From an optimization exercise on the open Yosys and OpenROAD flow, aimed at small area, a short achievable clock period and few clock cycles; shortcuts taken in it are not production practice.
Only simulation tests tie the RTL to the original design; equivalence was not proved.
Power is estimated from default activity; no workload was simulated.

--- flow/design.v ---
package dist_pkg;
    localparam int NUM_JOB_TYPES = 4;
    localparam int NUM_FTHREADS  = 4;
    localparam int JOB_TY_W      = 2;
    localparam int JOB_W      = 128;
    localparam int OPCODE_W   = 16;
    localparam int ADDR_W     = 58;
    localparam int OFFSET_W   = 32;
    localparam int CMD_W      = 8;
    localparam int PARAM_W    = 16;
    localparam int CMD_LINE_W = CMD_W + ADDR_W + ADDR_W + PARAM_W;
    localparam int LINE_RAW_W = CMD_W + PARAM_W + 2 * OFFSET_W;
    localparam int JOB_CMD_LSB    = 0;
    localparam int JOB_PARAM_LSB  = 8;
    localparam int JOB_RD_OFS_LSB = 32;
    localparam int JOB_WR_OFS_LSB = 64;
endpackage
import dist_pkg::*;
module dist_fsm (
    input  logic                                                      clk,
    input  logic                                                      rst_n,
    input  logic [dist_pkg::NUM_JOB_TYPES-1:0]                        job_queue_valid,
    input  logic [dist_pkg::NUM_JOB_TYPES-1:0][dist_pkg::NUM_FTHREADS-1:0] mapping,
    input  logic [dist_pkg::NUM_FTHREADS-1:0]                         busy,
    input  logic [dist_pkg::NUM_FTHREADS-1:0]                         busy_next,
    input  logic [dist_pkg::NUM_FTHREADS-1:0]                         fthread_done,
    input  logic [dist_pkg::NUM_FTHREADS-1:0]                         idle_next,
    output logic [dist_pkg::NUM_JOB_TYPES-1:0]                        job_queue_ready,
    output logic [dist_pkg::NUM_JOB_TYPES-1:0]                        grant,
    output logic [dist_pkg::NUM_JOB_TYPES-1:0]                        pick,
    output logic                                                      take,
    output logic [dist_pkg::NUM_FTHREADS-1:0]                         job_set
);
    localparam int NQ = NUM_JOB_TYPES;
    localparam int NF = NUM_FTHREADS;
    logic          held;
    logic [NF-1:0] held_map;
    logic [NQ-1:0][NQ-1:0] wins;
    logic [NF-1:0] grant_map;
    logic [NF-1:0] hand_avail;
    logic          hand;
    logic          take_now;
    logic [NF-1:0] take_done;
    always_comb begin
        hand_avail = held_map & idle_next;
        hand       = held & (|hand_avail);
        job_set    = hand ? (hand_avail & (~hand_avail + NF'(1))) : '0;
    end
    assign take = take_now | (|(take_done & fthread_done));
    logic [NQ-1:0]         desig;
    logic [NQ-1:0]         rdy_now;
    logic [NQ-1:0][NF-1:0] rdy_done;
    logic [NQ-1:0]         skip;
    always_comb begin
        for (int q = 0; q < NQ; q++) begin
            job_queue_ready[q] = rdy_now[q] | (|(rdy_done[q] & fthread_done));
        end
    end
    assign grant = job_queue_ready & job_queue_valid;
    assign pick  = desig;
    always_comb begin
        grant_map = '0;
        for (int q = 0; q < NQ; q++) begin
            grant_map = grant_map | (desig[q] ? mapping[q] : '0);
        end
    end
    logic          granted;
    logic [NF-1:0] desig_map;
    logic          desig_single;
    logic [NQ-1:0] skip_if_granted;
    logic [NQ-1:0] skip_if_kept;
    assign granted = |grant;
    always_comb begin
        desig_map    = grant_map;
        desig_single = (desig_map != '0) & ((desig_map & (desig_map - 1'b1)) == '0);
        for (int q = 0; q < NQ; q++) begin
            skip_if_granted[q] = desig_single & ((mapping[q] & ~desig_map) == '0);
        end
        skip_if_kept = skip;
    end
    logic                  held_n;
    logic [NF-1:0]         held_map_n;
    logic [NQ-1:0]         skip_n;
    logic [NQ-1:0][NQ-1:0] wins_n;
    logic [NQ-1:0]         want_n;
    logic [NQ-1:0]         pass_n;
    logic [NQ-1:0]         first_n;
    logic [NQ-1:0]         desig_n;
    logic                  take_now_n;
    logic [NF-1:0]         take_done_n;
    always_comb begin
        held_n     = rst_n & (granted | (held & ~hand));
        held_map_n = take ? grant_map : held_map;
        if (take) begin
            skip_n      = '0;
            take_now_n  = ~granted | (|(desig_map & ~job_set & idle_next));
            take_done_n = granted ? (desig_map & (job_set | (busy & ~fthread_done))) : '0;
        end else begin
            skip_n      = '0;
            take_now_n  = 1'b0;
            take_done_n = held_map & busy & ~fthread_done;
        end
        if (!rst_n) begin
            skip_n      = '0;
            take_now_n  = 1'b1;
            take_done_n = '0;
        end
        wins_n = wins;
        for (int i = 0; i < NQ; i++) begin
            for (int j = 0; j < NQ; j++) begin
                if (!rst_n) begin
                    wins_n[i][j] = (i < j);
                end else if (grant[i]) begin
                    wins_n[i][j] = 1'b0;
                end else if (grant[j]) begin
                    wins_n[i][j] = 1'b1;
                end
            end
        end
        want_n  = {NQ{rst_n}} & job_queue_valid & ~skip_n;
        pass_n  = want_n & ~grant;
        for (int q = 0; q < NQ; q++) begin
            first_n[q] = pass_n[q] & ~(|(ahead[q] & pass_n));
        end
        desig_n = (pass_n != '0) ? first_n : want_n;
    end
    logic [NQ-1:0][NQ-1:0] ahead;
    always_comb begin
        for (int q = 0; q < NQ; q++) begin
            for (int p = 0; p < NQ; p++) begin
                if (p < q) begin
                    ahead[q][p] = wins[p][q];
                end else if (p > q) begin
                    ahead[q][p] = ~wins[q][p];
                end else begin
                    ahead[q][p] = 1'b0;
                end
            end
        end
    end
    always_ff @(posedge clk) begin
        held      <= held_n;
        held_map  <= held_map_n;
        skip      <= skip_n;
        take_now  <= take_now_n;
        take_done <= take_done_n;
        wins      <= wins_n;
        desig     <= desig_n;
        for (int q = 0; q < NQ; q++) begin
            rdy_now[q]  <= desig_n[q] & take_now_n;
            rdy_done[q] <= {NF{desig_n[q]}} & take_done_n;
        end
    end
endmodule
import dist_pkg::*;
module opcode_matrix (
    input  logic                                                      clk,
    input  logic [dist_pkg::NUM_FTHREADS-1:0][dist_pkg::OPCODE_W-1:0]  fthread_config,
    input  logic                                                      fthread_config_valid,
    input  logic [dist_pkg::NUM_JOB_TYPES-1:0][dist_pkg::OPCODE_W-1:0] job_config,
    input  logic                                                      job_config_valid,
    output logic [dist_pkg::NUM_JOB_TYPES-1:0][dist_pkg::NUM_FTHREADS-1:0] mapping
);
    logic [NUM_FTHREADS-1:0][OPCODE_W-1:0]  fthread_opcode;
    logic [NUM_JOB_TYPES-1:0][OPCODE_W-1:0] job_ring;
    logic [JOB_TY_W-1:0]                    job_slot0;
    always_ff @(posedge clk) begin
        if (fthread_config_valid) begin
            fthread_opcode <= fthread_config;
        end
    end
    always_ff @(posedge clk) begin
        if (job_config_valid) begin
            job_ring  <= job_config;
            job_slot0 <= '0;
        end else begin
            job_ring  <= {job_ring[0], job_ring[NUM_JOB_TYPES-1:1]};
            job_slot0 <= job_slot0 + 1'b1;
        end
    end
    always_ff @(posedge clk) begin
        for (int f = 0; f < NUM_FTHREADS; f++) begin
            mapping[job_slot0][f] <= (job_ring[0] == fthread_opcode[f]);
        end
    end
endmodule
import dist_pkg::*;
module fthread_tracker (
    input  logic                              clk,
    input  logic                              rst_n,
    input  logic [dist_pkg::NUM_FTHREADS-1:0] job_set,
    input  logic [dist_pkg::NUM_FTHREADS-1:0] fthread_done,
    output logic [dist_pkg::NUM_FTHREADS-1:0] busy,
    output logic [dist_pkg::NUM_FTHREADS-1:0] busy_next,
    output logic [dist_pkg::NUM_FTHREADS-1:0] idle_next
);
    assign busy_next = rst_n ? (job_set | (busy & ~fthread_done)) : '0;
    always_ff @(posedge clk) begin
        busy <= busy_next;
    end
    assign idle_next = ~busy | fthread_done;
endmodule
import dist_pkg::*;
module job_line_builder (
    input  logic                                                      clk,
    input  logic                                                      rst_n,
    input  logic [dist_pkg::ADDR_W-1:0]                               ws_base_addr,
    input  logic                                                      ws_base_addr_valid,
    input  logic [dist_pkg::NUM_JOB_TYPES-1:0][dist_pkg::JOB_W-1:0]   job_queue_data,
    input  logic [dist_pkg::NUM_JOB_TYPES-1:0]                        pick,
    input  logic                                                      take,
    input  logic [dist_pkg::NUM_FTHREADS-1:0]                         job_set,
    output logic [dist_pkg::NUM_FTHREADS-1:0][dist_pkg::CMD_LINE_W-1:0] fthread_job,
    output logic [dist_pkg::NUM_FTHREADS-1:0]                         fthread_job_valid
);
    localparam int HI_W  = ADDR_W - OFFSET_W;
    localparam int LINE_W = CMD_W + PARAM_W + 2 * OFFSET_W;
    logic [ADDR_W-1:0]     base_q;
    logic [HI_W-1:0]       hi_ones;
    logic [LINE_RAW_W-1:0] sel_raw;
    logic [OFFSET_W:0]     rd_sum;
    logic [OFFSET_W:0]     wr_sum;
    logic [LINE_W-1:0]     line_q;
    logic [ADDR_W-1:0]     rd_addr;
    logic [ADDR_W-1:0]     wr_addr;
    logic [CMD_LINE_W-1:0] job_line;
    always_ff @(posedge clk) begin
        if (ws_base_addr_valid) begin
            base_q <= ws_base_addr;
        end
    end
    logic [HI_W-1:0] hi_ones_d;
    always_comb begin
        hi_ones_d[0] = 1'b1;
        for (int i = 1; i < HI_W; i++) begin
            hi_ones_d[i] = hi_ones_d[i-1] & base_q[OFFSET_W + i - 1];
        end
    end
    logic [HI_W-1:1] hi_ones_q;
    always_ff @(posedge clk) begin
        hi_ones_q <= hi_ones_d[HI_W-1:1];
    end
    assign hi_ones = {hi_ones_q, 1'b1};
    always_comb begin
        sel_raw = '0;
        for (int q = 0; q < NUM_JOB_TYPES; q++) begin
            sel_raw = sel_raw | ({LINE_RAW_W{pick[q]}} &
                                 {job_queue_data[q][JOB_WR_OFS_LSB +: OFFSET_W],
                                  job_queue_data[q][JOB_RD_OFS_LSB +: OFFSET_W],
                                  job_queue_data[q][JOB_CMD_LSB +: CMD_W + PARAM_W]});
        end
    end
    localparam int LO_W = 16;
    localparam int MID_W = OFFSET_W - LO_W;
    localparam int CP_W = CMD_W + PARAM_W;
    logic [OFFSET_W-1:0] sel_rd_ofs, sel_wr_ofs;
    logic [LO_W:0]       sel_rd_lo, sel_wr_lo;
    logic [OFFSET_W:0]   held_rd, held_wr;
    logic [CP_W-1:0]     held_cp;
    logic [MID_W:0]      rd_mid, wr_mid;
    assign sel_rd_ofs = sel_raw[CP_W +: OFFSET_W];
    assign sel_wr_ofs = sel_raw[CP_W + OFFSET_W +: OFFSET_W];
    assign sel_rd_lo  = {1'b0, base_q[LO_W-1:0]} + {1'b0, sel_rd_ofs[LO_W-1:0]};
    assign sel_wr_lo  = {1'b0, base_q[LO_W-1:0]} + {1'b0, sel_wr_ofs[LO_W-1:0]};
    always_ff @(posedge clk) begin
        if (take) begin
            held_rd <= {sel_rd_ofs[OFFSET_W-1:LO_W], sel_rd_lo};
            held_wr <= {sel_wr_ofs[OFFSET_W-1:LO_W], sel_wr_lo};
            held_cp <= sel_raw[CP_W-1:0];
        end
    end
    assign rd_mid = {1'b0, base_q[OFFSET_W-1:LO_W]} + {1'b0, held_rd[OFFSET_W:LO_W+1]} + {{MID_W{1'b0}}, held_rd[LO_W]};
    assign wr_mid = {1'b0, base_q[OFFSET_W-1:LO_W]} + {1'b0, held_wr[OFFSET_W:LO_W+1]} + {{MID_W{1'b0}}, held_wr[LO_W]};
    assign rd_sum = {rd_mid, held_rd[LO_W-1:0]};
    assign wr_sum = {wr_mid, held_wr[LO_W-1:0]};
    localparam int NG = 4;
    function automatic int grp_lo(input int g);
        grp_lo = (g * HI_W + NG - 1) / NG;
    endfunction
    logic [NG-1:0] rd_flip, wr_flip;
    logic [NG-1:0] rd_flip_n, wr_flip_n;
    logic [HI_W-1:0] rd_flip_bit, wr_flip_bit;
    always_comb begin
        for (int g = 0; g < NG; g++) begin
            rd_flip_n[g] = rd_sum[OFFSET_W] & hi_ones[grp_lo(g)];
            wr_flip_n[g] = wr_sum[OFFSET_W] & hi_ones[grp_lo(g)];
        end
    end
    always_ff @(posedge clk) begin
        line_q  <= {wr_sum[OFFSET_W-1:0], rd_sum[OFFSET_W-1:0], held_cp};
        rd_flip <= rd_flip_n;
        wr_flip <= wr_flip_n;
    end
    always_ff @(posedge clk) begin
        if (!rst_n) begin
            fthread_job_valid <= '0;
        end else begin
            fthread_job_valid <= job_set;
        end
    end
    always_comb begin
        for (int i = 0; i < HI_W; i++) begin
            rd_flip_bit[i] = hi_ones[i];
            wr_flip_bit[i] = hi_ones[i];
            for (int g = 0; g < NG; g++) begin
                if (i >= grp_lo(g) && i < grp_lo(g + 1)) begin
                    rd_flip_bit[i] = rd_flip_bit[i] & rd_flip[g];
                    wr_flip_bit[i] = wr_flip_bit[i] & wr_flip[g];
                end
            end
        end
    end
    assign rd_addr = {base_q[ADDR_W-1:OFFSET_W] ^ rd_flip_bit, line_q[CP_W +: OFFSET_W]};
    assign wr_addr = {base_q[ADDR_W-1:OFFSET_W] ^ wr_flip_bit, line_q[CP_W + OFFSET_W +: OFFSET_W]};
    assign job_line = {line_q[CMD_W-1:0], rd_addr, wr_addr, line_q[CMD_W +: PARAM_W]};
    always_comb begin
        for (int f = 0; f < NUM_FTHREADS; f++) begin
            fthread_job[f] = job_line;
        end
    end
endmodule
import dist_pkg::*;
module job_distributor (
    input  logic                                             clk,
    input  logic                                             rst_n,
    input  logic [dist_pkg::NUM_FTHREADS*dist_pkg::OPCODE_W-1:0]  fthread_config,
    input  logic                                             fthread_config_valid,
    input  logic [dist_pkg::NUM_JOB_TYPES*dist_pkg::OPCODE_W-1:0] job_config,
    input  logic                                             job_config_valid,
    input  logic [dist_pkg::NUM_JOB_TYPES-1:0]               job_queue_valid,
    input  logic [dist_pkg::NUM_JOB_TYPES*dist_pkg::JOB_W-1:0]    job_queue_data,
    output logic [dist_pkg::NUM_JOB_TYPES-1:0]               job_queue_ready,
    input  logic [dist_pkg::ADDR_W-1:0]                      ws_base_addr,
    input  logic                                             ws_base_addr_valid,
    output logic [dist_pkg::NUM_FTHREADS*dist_pkg::CMD_LINE_W-1:0] fthread_job,
    output logic [dist_pkg::NUM_FTHREADS-1:0]                fthread_job_valid,
    input  logic [dist_pkg::NUM_FTHREADS-1:0]                fthread_done
);
    logic [NUM_JOB_TYPES-1:0][NUM_FTHREADS-1:0] mapping;
    logic [NUM_FTHREADS-1:0]  busy;
    logic [NUM_FTHREADS-1:0]  idle_next;
    logic [NUM_FTHREADS-1:0]  busy_next;
    logic [NUM_JOB_TYPES-1:0] grant;
    logic [NUM_JOB_TYPES-1:0] pick;
    logic [NUM_FTHREADS-1:0]  job_set;
    opcode_matrix opcode_matrix_inst (
        .clk, .fthread_config, .fthread_config_valid,
        .job_config, .job_config_valid, .mapping
    );
    fthread_tracker fthread_tracker_inst (
        .clk, .rst_n, .job_set, .fthread_done, .busy, .busy_next, .idle_next
    );
    logic take;
    dist_fsm dist_fsm_inst (
        .clk, .rst_n, .job_queue_valid, .mapping, .busy, .busy_next,
        .fthread_done, .idle_next,
        .job_queue_ready, .grant, .pick, .take, .job_set
    );
    job_line_builder job_line_builder_inst (
        .clk, .rst_n, .ws_base_addr, .ws_base_addr_valid, .job_queue_data,
        .pick, .take, .job_set, .fthread_job, .fthread_job_valid
    );
endmodule
--- flow/flow/run.sh ---
#!/bin/bash
# Standard ORFS layout; the only change is the cell buffer_ports uses on the
# ports (the smallest plain buffer instead of the default delay buffer).
set -euo pipefail
export BUFFER_PORTS_ARGS="-buffer_cell sky130_fd_sc_hd__buf_1"
export PLACE_PINS_ARGS="-min_distance 1 -min_distance_in_tracks"
bash standard.sh > standard_flow.log 2>&1
--- flow/standard.sh ---
#!/bin/bash
# synth_recipe.tcl (not shown) runs the flow's synth.tcl, then flattens the netlist and writes it again
# the make line also repeats each setting of config.mk as NAME=value (left out here)
make -C /OpenROAD-flow-scripts/flow DESIGN_CONFIG=/design/flow/config.mk WORK_HOME=/design/flow/orfs CLKGATE_MAP_FILE= SYNTH_SCRIPT=/design/flow/synth_recipe.tcl "${@:-finish}"
--- flow/config.mk ---
export PLATFORM = sky130hd
export DESIGN_NAME = job_distributor
export DESIGN_NICKNAME = job_distributor
export VERILOG_FILES = /design/flow/design.v
export SDC_FILE = /design/flow/constraint.sdc
export NUM_CORES = 4
export LEC_CHECK = 0
export CAP_MARGIN = 20
export CORE_AREA = 2 2 278 278
export CTS_CLUSTER_DIAMETER = 80
export CTS_CLUSTER_SIZE = 24
export DIE_AREA = 0 0 280 280
export PLACE_DENSITY = 0.5
export SETUP_SLACK_MARGIN = 2.4
export SLEW_MARGIN = 20
export TNS_END_PERCENT = 5
--- flow/constraint.sdc ---
create_clock -name core_clock -period 5.0 [get_ports {clk}]
set_input_delay 1.0000 -clock core_clock [delete_from_list [all_inputs] [get_ports {clk}]]
set_output_delay 1.0000 -clock core_clock [all_outputs]
set_load 0.01 [all_outputs]
==> results of run 1 <==
-- synthesized netlist by cell type (all sizes together) (31+ instances only) --
master  count  share of area [%]
a21oi      48                1.1
a22oi     187                6.2
buf       429                 14
clkbuf     59               0.98
dfxtp     247                 22
edfxtp    216                 29
ha         66                3.7
inv        56               0.93
mux2       65                3.3
nand2     189                3.2
nor2       70                1.2
o21ai      31               0.71
xnor2     104                4.0
xor2       64                2.5
-- timing repair --
action / in CTS / in global routing
gates cloned: 1 / 0
resized for setup: 100 / 63
endpoints found under the setup margin: 329 / 329
pin swaps: 51 / 27
buffers inserted: 35 / 12
-- logic make-up after synthesis --
family                   count (synthesis)  synth area share, %
AO/OA/AOI/OAI                          358                 11.2
XOR/XNOR                               168                 6.54
adder cells (fa/ha/maj)                 72                 4.20
buffers and inverters                  544                 16.1
flip-flops                             463                 50.8
multiplexers                            65                 3.25
AND/OR/NAND/NOR                        383                 7.94
-- critical path, delay by kind of cell --
family | cells | cell delay [ns]
compound gates | 1 | 0.45
buf+inv | 3 | 0.28
simple gates | 1 | 0.22
-- power by group --
part	internal, mW	switching, mW
clock network	1.46	1.60
logic	1.81	2.91
registers	4.94	0.779
-- metal layers --
metal	share of wire (%)	track usage (%)	vias up	routed length (um)
li1	-	-	8289	-
met1	39	23.1	8318	32600
met2	47	32.6	1004	38600
met3	8.8	6.46	236	7250
met4	4.9	9.15	34	4020
met5	0.27	0	-	221
-- metrics by stage --
stage / power (mW) / std cells / area [um^2] / utilization (%)
6_report: 13.5 / 3812 / 27100 / 35.8
3_3_place_gp: 10.0 / 3671 / 24600 / 32.5
4_1_cts: 13.5 / 3769 / 26700 / 35.3
3_5_place_dp: 10.1 / 3671 / 24600 / 32.5
2_1_floorplan: 9.51 / 2053 / 22500 / -
5_1_grt: 14.3 / 3799 / 27100 / 35.8
-- final timing paths --
| kind | from | end | depth (start not counted) |
|---|---|---|---|
| min reg2reg | job_line_builder_inst.held_cp[15] | job_line_builder_inst.line_q[15] | 0 |
| max reg2reg | dist_fsm_inst.desig[3] | job_line_builder_inst.held_rd[15] | 12 |
| max | fthread_done[0] | job_queue_ready[1] | 5 |
| min | job_line_builder_inst.held_cp[15] | job_line_builder_inst.line_q[15] | 0 |
-- state kept, by name, indices dropped and copies added, names as in the netlist --
signal,count
dist_fsm_inst.take_now,1
job_line_builder_inst.held_cp,24
opcode_matrix_inst.fthread_opcode,64
job_line_builder_inst.held_wr,33
job_line_builder_inst.base_q,58
dist_fsm_inst.take_done,4
job_line_builder_inst.held_rd,33
dist_fsm_inst.desig,4
job_line_builder_inst.fthread_job_valid,4
dist_fsm_inst.rdy_done,16
dist_fsm_inst.wins,6
job_line_builder_inst.hi_ones_q,25
job_line_builder_inst.wr_flip,4
job_line_builder_inst.line_q,88
dist_fsm_inst.held_map,4
opcode_matrix_inst.job_ring,64
dist_fsm_inst.held,1
opcode_matrix_inst.job_slot0,2
job_line_builder_inst.rd_flip,4
opcode_matrix_inst.mapping,16
dist_fsm_inst.rdy_now,4
fthread_tracker_inst.busy,4
-- final cells by class --
| class | count | area [um^2] | share of cell area (%) |
|---|---|---|---|
| sequential | 463 | 11500 | 42.2 |
| multi-input combinational | 1046 | 8000 | 29.5 |
| timing repair buffer | 1176 | 4920 | 18.1 |
| tap | 978 | 1220 | 4.51 |
| clock buffer | 40 | 926 | 3.42 |
| clock inverter | 22 | 298 | 1.10 |
| inverter | 56 | 214 | 0.789 |
| antenna | 31 | 77.6 | 0.286 |
==> impl_metrics.yaml, run 1 <==
layout:
  fin_nets: 3560
  final_common_cell: "buf_1"
  fill_cells: 7728
  mostFrequentLayoutCells: "buf_1 (1100), dfxtp_1 (241), edfxtp_1 (216), nand2_1 (183), a22oi_1 (181)"
  drive_gt1_share_pct: 11.4
  syn2layout_area_growth_pct: 20.4
worst_setup_path:
  critPathRequiredTime_ns: 4.00
  crit_type: "in -> out"
  start_kind: "primary input"
  slowest_stage: "a222oi_1"
  arrival_ns: 1.96
  crit_fanout: 4
  worst_setup_path_end_kind: "primary output"
  slowest_delay_ns: 0.45
  r2r_slack_ns: 2.17
  worstPathCellList: "buf_8 > a222oi_1 > and2_1 > inv_1 > buf_2"
synth:
  synthArstFlopShare_pct: 0
  avgSynthCellArea_um2: 11.0
  synth.distinct_cells: 63
  yosysSeqAreaShare_pct: 50.8
  synth_cells: 2053
  synth_seq_cells: 463
  synth_edf_count: 216
  syn-num-nets: 2836
  synth_flop_cell: "dfxtp_1"
  yosys_warnings: 4
  syn_area_um2: 22500
die:
  num_rows: 101
  die_area_um2: 78400
  die_x_um: 280
  die_height_um: 280
  start_util_pct: 29.7
  boundaryPins: 1279
  fp.coreArea_um2: 75700
timing:
  fin_hold_ws_ns: 0.331
  setup_slack_ns: 2.04
  grt_setup_unrepaired: "yes"
  finalCritPeriodShare_pct: 59.2
  finalSetupViolCount: 0
  slew_viol_final: 0
  fin_tns_setup_ns: 0
  fin_skew_ns: 0.0286
  min_period_ns: 2.96
  tightest_slew_ns: 1.08
  finalHoldViolCount: 0
  relSlewSlack_pct: 28.3
  fmaxAchievable_ghz: 0.338
clock_network:
  clkSlewWorstSetupHoldPaths_ns: 0.09
  cts_buffers: 34
  clockBufferDepth: 3
  hold_buffers: 0
  ctsHtreeMaxLevel: 2
  clock-root-buffer: "clkbuf_16"
  cts_sinks: 463
  cts_tree: "done"
  worstSkewPairLatency_ns: 0.57
route:
  drt-wirelength-per-cell_um: 21.7
  antenna_left: 0
  vias: 17900
  drc: 0
  wirelength_um: 82700
  drtIter0Drc: 1132
  first_pass_iters: 6
  via_per_inst: 4.69
global_routing:
  grt_max_degree: 59
  grt_pass1_wl_um: 112000
  antenna_found_initial: 57
  first_global_vias: 16500
  gr-usage-all-layers_pct: 19.7
  grt-ovfl-total: 0
power:
  peakVddDrop_v: 0.000285
  pwr_density_cell_nw_per_um2: 498
  leakage_nw: 9.89
run:
  cap_violations: 0
hold_path:
  hp-class: "reg -> reg"
outcome:
  status: "no timing/DRC/antenna violations"
placed_design:
  place_hpwl_um: 63900
  routabilityCongestion: 0.938
  dp_slack_ns: 1.19
  port_buffers: 1118
Testbench counts, summed over its fixed seeds: cycles 11,639.
==> run 2, diff against run 1 <==
--- a/flow/config.mk
+++ b/flow/config.mk
@@ -10,7 +10,7 @@
 export CTS_CLUSTER_DIAMETER = 80
 export CTS_CLUSTER_SIZE = 24
 export DIE_AREA = 0 0 280 280
-export PLACE_DENSITY = 0.5
+export PLACE_DENSITY = 0.6
 export SETUP_SLACK_MARGIN = 2.4
 export SLEW_MARGIN = 20
 export TNS_END_PERCENT = 5
==> impl_metrics.yaml, run 2 <==
global_routing:
  grt_pass1_wl_um: 118000
  use_met2_pct: 33.9
  top_usage_layer: "met2"
  first_global_vias: 16400
  use_met1_pct: 24.2
  antenna_found_initial: 65
  grt-ovfl-total: 0
  gr-usage-all-layers_pct: 21.3
  grt_max_degree: 68
  grt_use_met3_pct: 7.29
die:
  start_util_pct: 29.7
  fp.coreArea_um2: 75700
  boundaryPins: 1279
  die_x_um: 280
  die_height_um: 280
  die_area_um2: 78400
  num_rows: 101
route:
  drtIter0Drc: 1426
  drt-wirelength-per-cell_um: 23.3
  via_per_inst: 4.75
  wirelength_um: 89000
  vias: 18200
  first_pass_iters: 7
  drc: 0
  antenna_left: 0
timing:
  tightest_slew_ns: 0.879
  relSlewSlack_pct: 41.1
  slew_viol_final: 0
  finalHoldViolCount: 0
  finalSetupViolCount: 0
  grt_setup_unrepaired: "yes"
  fin_skew_ns: 0.0315
  finalCritPeriodShare_pct: 58.3
  fmaxAchievable_ghz: 0.343
  fin_tns_setup_ns: 0
  min_period_ns: 2.91
placed_design:
  port_buffers: 1118
  place_hpwl_um: 69700
  place_inst: 3672
  routabilityCongestion: 0.924
worst_setup_path:
  r2r_slack_ns: 2.18
  crit_fanout: 6
  critPathRequiredTime_ns: 4.00
  crit_type: "in -> out"
  r2r_start: "dist_fsm_inst.desig[0]"
  slowest_delay_ns: 0.33
  worstPathCellList: "buf_12 > a222oi_1 > buf_4 > and2_4 > inv_2 > buf_6"
  r2r_cells: 11
  start_kind: "primary input"
  r2r_end: "job_line_builder_inst.held_rd[12]"
  slowest_stage: "a222oi_1"
  arrival_ns: 1.91
  worst_setup_path_end_kind: "primary output"
clock_network:
  ctsHtreeMaxLevel: 2
  worstSkewPairLatency_ns: 0.57
  cts_tree: "done"
  clock-root-buffer: "clkbuf_16"
  hold_buffers: 0
  cts_buffers: 35
  cts_sinks: 463
  clockBufferDepth: 3
  clkSlewWorstSetupHoldPaths_ns: 0.09
synth:
  synth_seq_cells: 463
  yosysTopAreaCell: "edfxtp_1"
  synth_edf_count: 216
  netlist_top_cells_area: "edfxtp_1 (29%), dfxtp_1 (22%), buf_4 (14%), a22oi_1 (6.2%), xnor2_1 (4.0%)"
  syn_area_um2: 22500
  netlist_top_cells_count: "buf_4 (420), dfxtp_1 (247), edfxtp_1 (216), nand2_1 (189), a22oi_1 (187)"
  synthArstFlopShare_pct: 0
  yosys_warnings: 4
  synth.distinct_cells: 63
  syn-num-nets: 2836
  yosysMostFrequentCell: "buf_4"
  synth_cells: 2053
  synthDominantCellAreaShare_pct: 28.8
  yosysSeqAreaShare_pct: 50.8
  synth_flop_cell: "dfxtp_1"
  avgSynthCellArea_um2: 11.0
layout:
  reg_top3: "job_line_builder_inst.line_q: 88 flops, opcode_matrix_inst.fthread_opcode: 64 flops, opcode_matrix_inst.job_ring: 64 flops"
  finalNonFillerCells: 3824
  ff_latch_area_um2: 11400
  final_common_cell: "buf_1"
  drive_gt1_share_pct: 10.5
  syn2layout_area_growth_pct: 20.3
  mostFrequentLayoutCells: "buf_1 (1107), dfxtp_1 (242), edfxtp_1 (216), nand2_1 (186), a22oi_1 (184)"
  top_register: "job_line_builder_inst.line_q"
  fill_cells: 7662
  multi_input_comb_area_um2: 7930
  largest_reg_flops: 88
  fin_nets: 3560
hold_path:
  hp-class: "reg -> reg"
  hold_path.startpoint: "job_line_builder_inst.held_rd[15]"
  hold-path-cell-count: 0
  min_to: "job_line_builder_inst.line_q[39]"
outcome:
  status: "no timing/DRC/antenna violations"
run:
  cap_violations: 0
power:
  pwr_density_cell_nw_per_um2: 499
  peakVddDrop_v: 0.000256
  leakage_nw: 9.91
  power_mw: 13.5
run 2: cell counts after synthesis:
No cell type changed its count.
run 2: logic make-up after synthesis:
group,share of synthesized area (%)
AO/OA/AOI/OAI,11.2
XOR/XNOR,6.54
adder cells (fa/ha/maj),4.20
buffers and inverters,16.1
flip-flops,50.8
multiplexers,3.25
AND/OR/NAND/NOR,7.94
run 2: cell type report:
class / count / share of cell area, %
well taps: 978 / 4.52
clock inverters: 17 / 0.975
inverters: 56 / 0.790
clock buffers: 46 / 3.62
multi-input cells: 1046 / 29.3
diodes: 43 / 0.397
repair buffers: 1174 / 18.1
flip-flops and latches: 463 / 42.3
repair inverters: 1 / 0.0185
run 2: report_power, final:
part           switching (mW)  internal [mW]
Combinational            2.94           1.79
Sequential              0.778           4.94
Clock                    1.57           1.50
run 2: worst max-delay path by stage:
stage	end	start	depth (start not counted)	slack, ns
after detailed placement	job_line_builder_inst.held_rd[16]	job_queue_data[32]	12	1.29
after global routing	job_queue_ready[1]	fthread_done[0]	6	2.04
after global placement	job_line_builder_inst.held_rd[16]	job_queue_data[32]	12	1.27
after CTS	job_queue_ready[1]	fthread_done[0]	6	2.13
after floorplan	dist_fsm_inst.rdy_done[0]	fthread_done[0]	6	1.41
final	job_queue_ready[1]	fthread_done[0]	6	2.09
run 2: metrics by stage:
step	worst slack, ns	util (%)	hold WS [ns]	area (um^2)
global placement	1.27	32.6	0.324	24600
floorplan	1.41	-	0.323	22500
global route	2.04	35.7	0.330	27000
finish	2.09	35.8	0.329	27100
CTS	2.13	35.4	0.332	26800
detailed placement	1.29	32.6	0.327	24600
run 2: metal layers:
layer	wire length [um]	up-vias
li1	-	8304
met1	32900	8351
met2	39900	1208
met3	9500	291
met4	6530	24
met5	156	-
run 2: repair_timing:
action | 4_1_cts | 5_1_grt
cloned | 2 | 1
setup buffers | 36 | 7
endpoints found under the setup margin | 336 | 339
pin swaps | 57 | 7
resized for setup | 101 | 23
run 2: critical path: cells and delay by family:
family	cells	cell delay (ns)
buffers and inverters	4	0.44
AOI/OAI and AO/OA	1	0.33
and+or+nand+nor	1	0.14
==> run 3, diff against run 2 <==
--- a/flow/config.mk
+++ b/flow/config.mk
@@ -7,10 +7,10 @@
 export LEC_CHECK = 0
 export CAP_MARGIN = 20
 export CORE_AREA = 2 2 278 278
-export CTS_CLUSTER_DIAMETER = 80
-export CTS_CLUSTER_SIZE = 24
+export CTS_CLUSTER_DIAMETER = 70
+export CTS_CLUSTER_SIZE = 20
 export DIE_AREA = 0 0 280 280
-export PLACE_DENSITY = 0.6
+export PLACE_DENSITY = 0.65
 export SETUP_SLACK_MARGIN = 2.4
 export SLEW_MARGIN = 20
-export TNS_END_PERCENT = 5
+export TNS_END_PERCENT = 10
==> impl_metrics.yaml, run 3 <==
die:
  die_area_um2: 78400
  start_util_pct: 29.7
  fp.coreArea_um2: 75700
  num_rows: 101
  boundaryPins: 1279
  die_x_um: 280
  die_height_um: 280
synth:
  yosysTopAreaCell: "edfxtp_1"
  syn-num-nets: 2836
  avgSynthCellArea_um2: 11.0
  synth_cells: 2053
  netlist_top_cells_count: "buf_4 (420), dfxtp_1 (247), edfxtp_1 (216), nand2_1 (189), a22oi_1 (187)"
  netlist_top_cells_area: "edfxtp_1 (29%), dfxtp_1 (22%), buf_4 (14%), a22oi_1 (6.2%), xnor2_1 (4.0%)"
  synth_flop_cell: "dfxtp_1"
  yosysMostFrequentCell: "buf_4"
  synthArstFlopShare_pct: 0
  yosysSeqAreaShare_pct: 50.8
  yosys_warnings: 4
  synth.distinct_cells: 63
  syn_area_um2: 22500
  synthDominantCellAreaShare_pct: 28.8
  synth_edf_count: 216
  synth_seq_cells: 463
route:
  top_layer_used: "met5"
  drtIter0Drc: 1595
  drc: 0
  routedLengthMet1_um: 32200
  antenna_left: 0
  drt-wirelength-per-cell_um: 22.2
  met2WireLength_um: 38700
  first_pass_iters: 8
  via_per_inst: 4.82
  vias: 18500
  wl_met3_um: 8420
  wirelength_um: 85000
layout:
  largest_reg_flops: 88
  final_cell_area_um2: 27300
  mostFrequentLayoutCells: "buf_1 (1099), dfxtp_1 (238), edfxtp_1 (216), nand2_1 (179), a22oi_1 (171)"
  fin_nets: 3585
  final_common_cell: "buf_1"
  reg_top3: "job_line_builder_inst.line_q: 88 flops, opcode_matrix_inst.fthread_opcode: 64 flops, opcode_matrix_inst.job_ring: 64 flops"
  syn2layout_area_growth_pct: 21.2
  top_register: "job_line_builder_inst.line_q"
  drive_gt1_share_pct: 12.4
worst_setup_path:
  start_kind: "primary input"
  worst_setup_path_end_kind: "primary output"
  slowest_stage: "a22oi_2"
  crit_type: "in -> out"
  crit_fanout: 5
  arrival_ns: 1.95
  slowest_delay_ns: 0.21
  path_delay_family: "buffers and inverters"
  crit_buf_inv: 5
  critPathRequiredTime_ns: 4.00
  worstPathCellList: "buf_8 > buf_4 > buf_6 > a22oi_2 > and3_4 > inv_1 > buf_6"
  crit_top_cell: "buf_6"
clock_network:
  cts_sinks: 463
  clkSlewWorstSetupHoldPaths_ns: 0.08
  cts_tree: "done"
  clock-root-buffer: "clkbuf_16"
  clockBufferDepth: 3
  worstSkewPairLatency_ns: 0.59
  ctsHtreeMaxLevel: 2
  hold_buffers: 0
  cts_buffers: 38
placed_design:
  routabilityCongestion: 0.959
  dpl-instance-area_um2: 24600
  place_hpwl_um: 65200
  port_buffers: 1118
hold_path:
  hp-class: "reg -> reg"
timing:
  fmaxAchievable_ghz: 0.339
  finalHoldViolCount: 0
  tightest_slew_ns: 0.979
  grt_setup_unrepaired: "yes"
  relSlewSlack_pct: 34.8
  finalSetupViolCount: 0
  finalCritPeriodShare_pct: 58.9
  min_period_ns: 2.95
  fin_tns_setup_ns: 0
  fin_skew_ns: 0.0377
  fin_hold_ws_ns: 0.342
  slew_viol_final: 0
run:
  cap_violations: 0
power:
  p_comb_share_pct: 35.5
  peakVddDrop_v: 0.000253
  power.switching_mw: 5.33
  p_clk_share_pct: 22.9
  seq_power_share_pct: 41.6
  leakage_nw: 10.0
  power_mw: 13.7
  p_int_mw: 8.36
  pwr_density_cell_nw_per_um2: 502
  switching_share_pct: 39.0
outcome:
  status: "no timing/DRC/antenna violations"
global_routing:
  antenna_found_initial: 44
  first_global_vias: 16600
  grt_pass1_wl_um: 114000
  grt_max_degree: 58
  gr-usage-all-layers_pct: 20.1
  grt-ovfl-total: 0
run 3: cell count changes in the layout (fill, tap and decap cells not counted), sizes merged:
cell / delta
clkbuf: +2
bufbuf: -2
clkinvlp: -1
diode: -21
buf: +26
clkinv: -1
inv: +5
run 3: worst register-to-register path: cells and delay by family, from the launching register on:
family,cells,cell delay [ns]
buffers and inverters,3,0.94
AOI/OAI and AO/OA,2,0.62
DFF,1,0.51
adders and majority gates,1,0.27
and+or+nand+nor,1,0.17
xor gates and xnor gates,1,0.14
run 3: cell type report:
cell class                 count  area (um^2)
multi-input combinational   1046         8020
antenna                       22         55.1
tap                          978         1220
clock inverter                21          262
fill                        7535        48400
sequential                   463        11500
clock buffer                  49         1010
timing repair buffer        1197         5040
inverter                      56          216
run 3: power groups by stage:
stage	Clock, mW	Sequential [mW]	Combinational [mW]
5_1_grt	3.38	5.79	5.27
4_1_cts	3.24	5.70	4.62
6_report	3.14	5.70	4.86
3_3_place_gp	0	5.80	4.23
2_1_floorplan	0	5.60	3.91
3_5_place_dp	0	5.82	4.25
run 3: kinds of logic after synthesis:
logic type | share of synthesized area (%)
XOR/XNOR | 6.54
AND/OR/NAND/NOR | 7.94
buffers and inverters | 16.1
adder cells (fa/ha/maj) | 4.20
multiplexers | 3.25
flip-flops | 50.8
AO/OA/AOI/OAI | 11.2
run 3: stage by stage:
stage	cells	utilization, %	worst slack, ns
CTS	3788	35.2	2.09
global route	3824	36.0	1.99
finish	3832	36.1	2.05
floorplan	2053	-	1.41
detailed placement	3671	32.5	1.26
global placement	3671	32.5	1.25
run 3: final timing paths:
| kind | to | cells past startpoint | slack [ns] | start |
|---|---|---|---|---|
| max | job_queue_ready[0] | 7 | 2.05 | fthread_done[0] |
| min | job_line_builder_inst.line_q[31] | 0 | 0.34 | job_line_builder_inst.held_rd[7] |
| max reg2reg | job_line_builder_inst.held_wr[15] | 8 | 2.07 | dist_fsm_inst.desig[2] |
| min reg2reg | job_line_builder_inst.line_q[31] | 0 | 0.34 | job_line_builder_inst.held_rd[7] |
run 3: per-layer routing:
| metal | GRT usage (%) | up-vias |
|---|---|---|
| li1 | - | 8327 |
| met5 | 0 | - |
| met1 | 23.9 | 8562 |
| met3 | 5.79 | 296 |
| met2 | 32.8 | 1264 |
| met4 | 10.8 | 28 |
run 3: what timing repair did:
action / in CTS / in global routing
buffers inserted: 47 / 21
gates resized for setup: 87 / 86
pin swaps: 45 / 42
setup endpoints to repair: 257 / 277

-- static timing again, ports no longer ideal --
No port has a modelled driver above. Below, the same layouts with a new extraction and two added sets of constraints. Step 1 (the two cells are an assumption about what drives the block):
set clk [get_ports {clk}]
set_driving_cell -lib_cell sky130_fd_sc_hd__clkbuf_16 $clk
set_driving_cell -lib_cell sky130_fd_sc_hd__buf_2 [delete_from_list [all_inputs] $clk]
Step 2 also shifts input and output timing later by t, the mid clock arrival at the registers, as if the neighbouring blocks saw the same clock. a / b / c = no drivers / after step 1 / after step 2; a / b = the first two.
run	t, ns	setup slack, ns	worst setup path at the end
run 1	0.625	2.042 / 1.977 / 1.537	input to register
run 2	0.618	2.087 / 2.031 / 1.509	input to register
run 3	0.633	2.054 / 2.005 / 1.445	input to register
After both steps setup and hold are still met in every run listed. For run 3, which loses most, drivers alone change the setup slack by -0.049 ns; drivers and shift together by -0.609 ns.
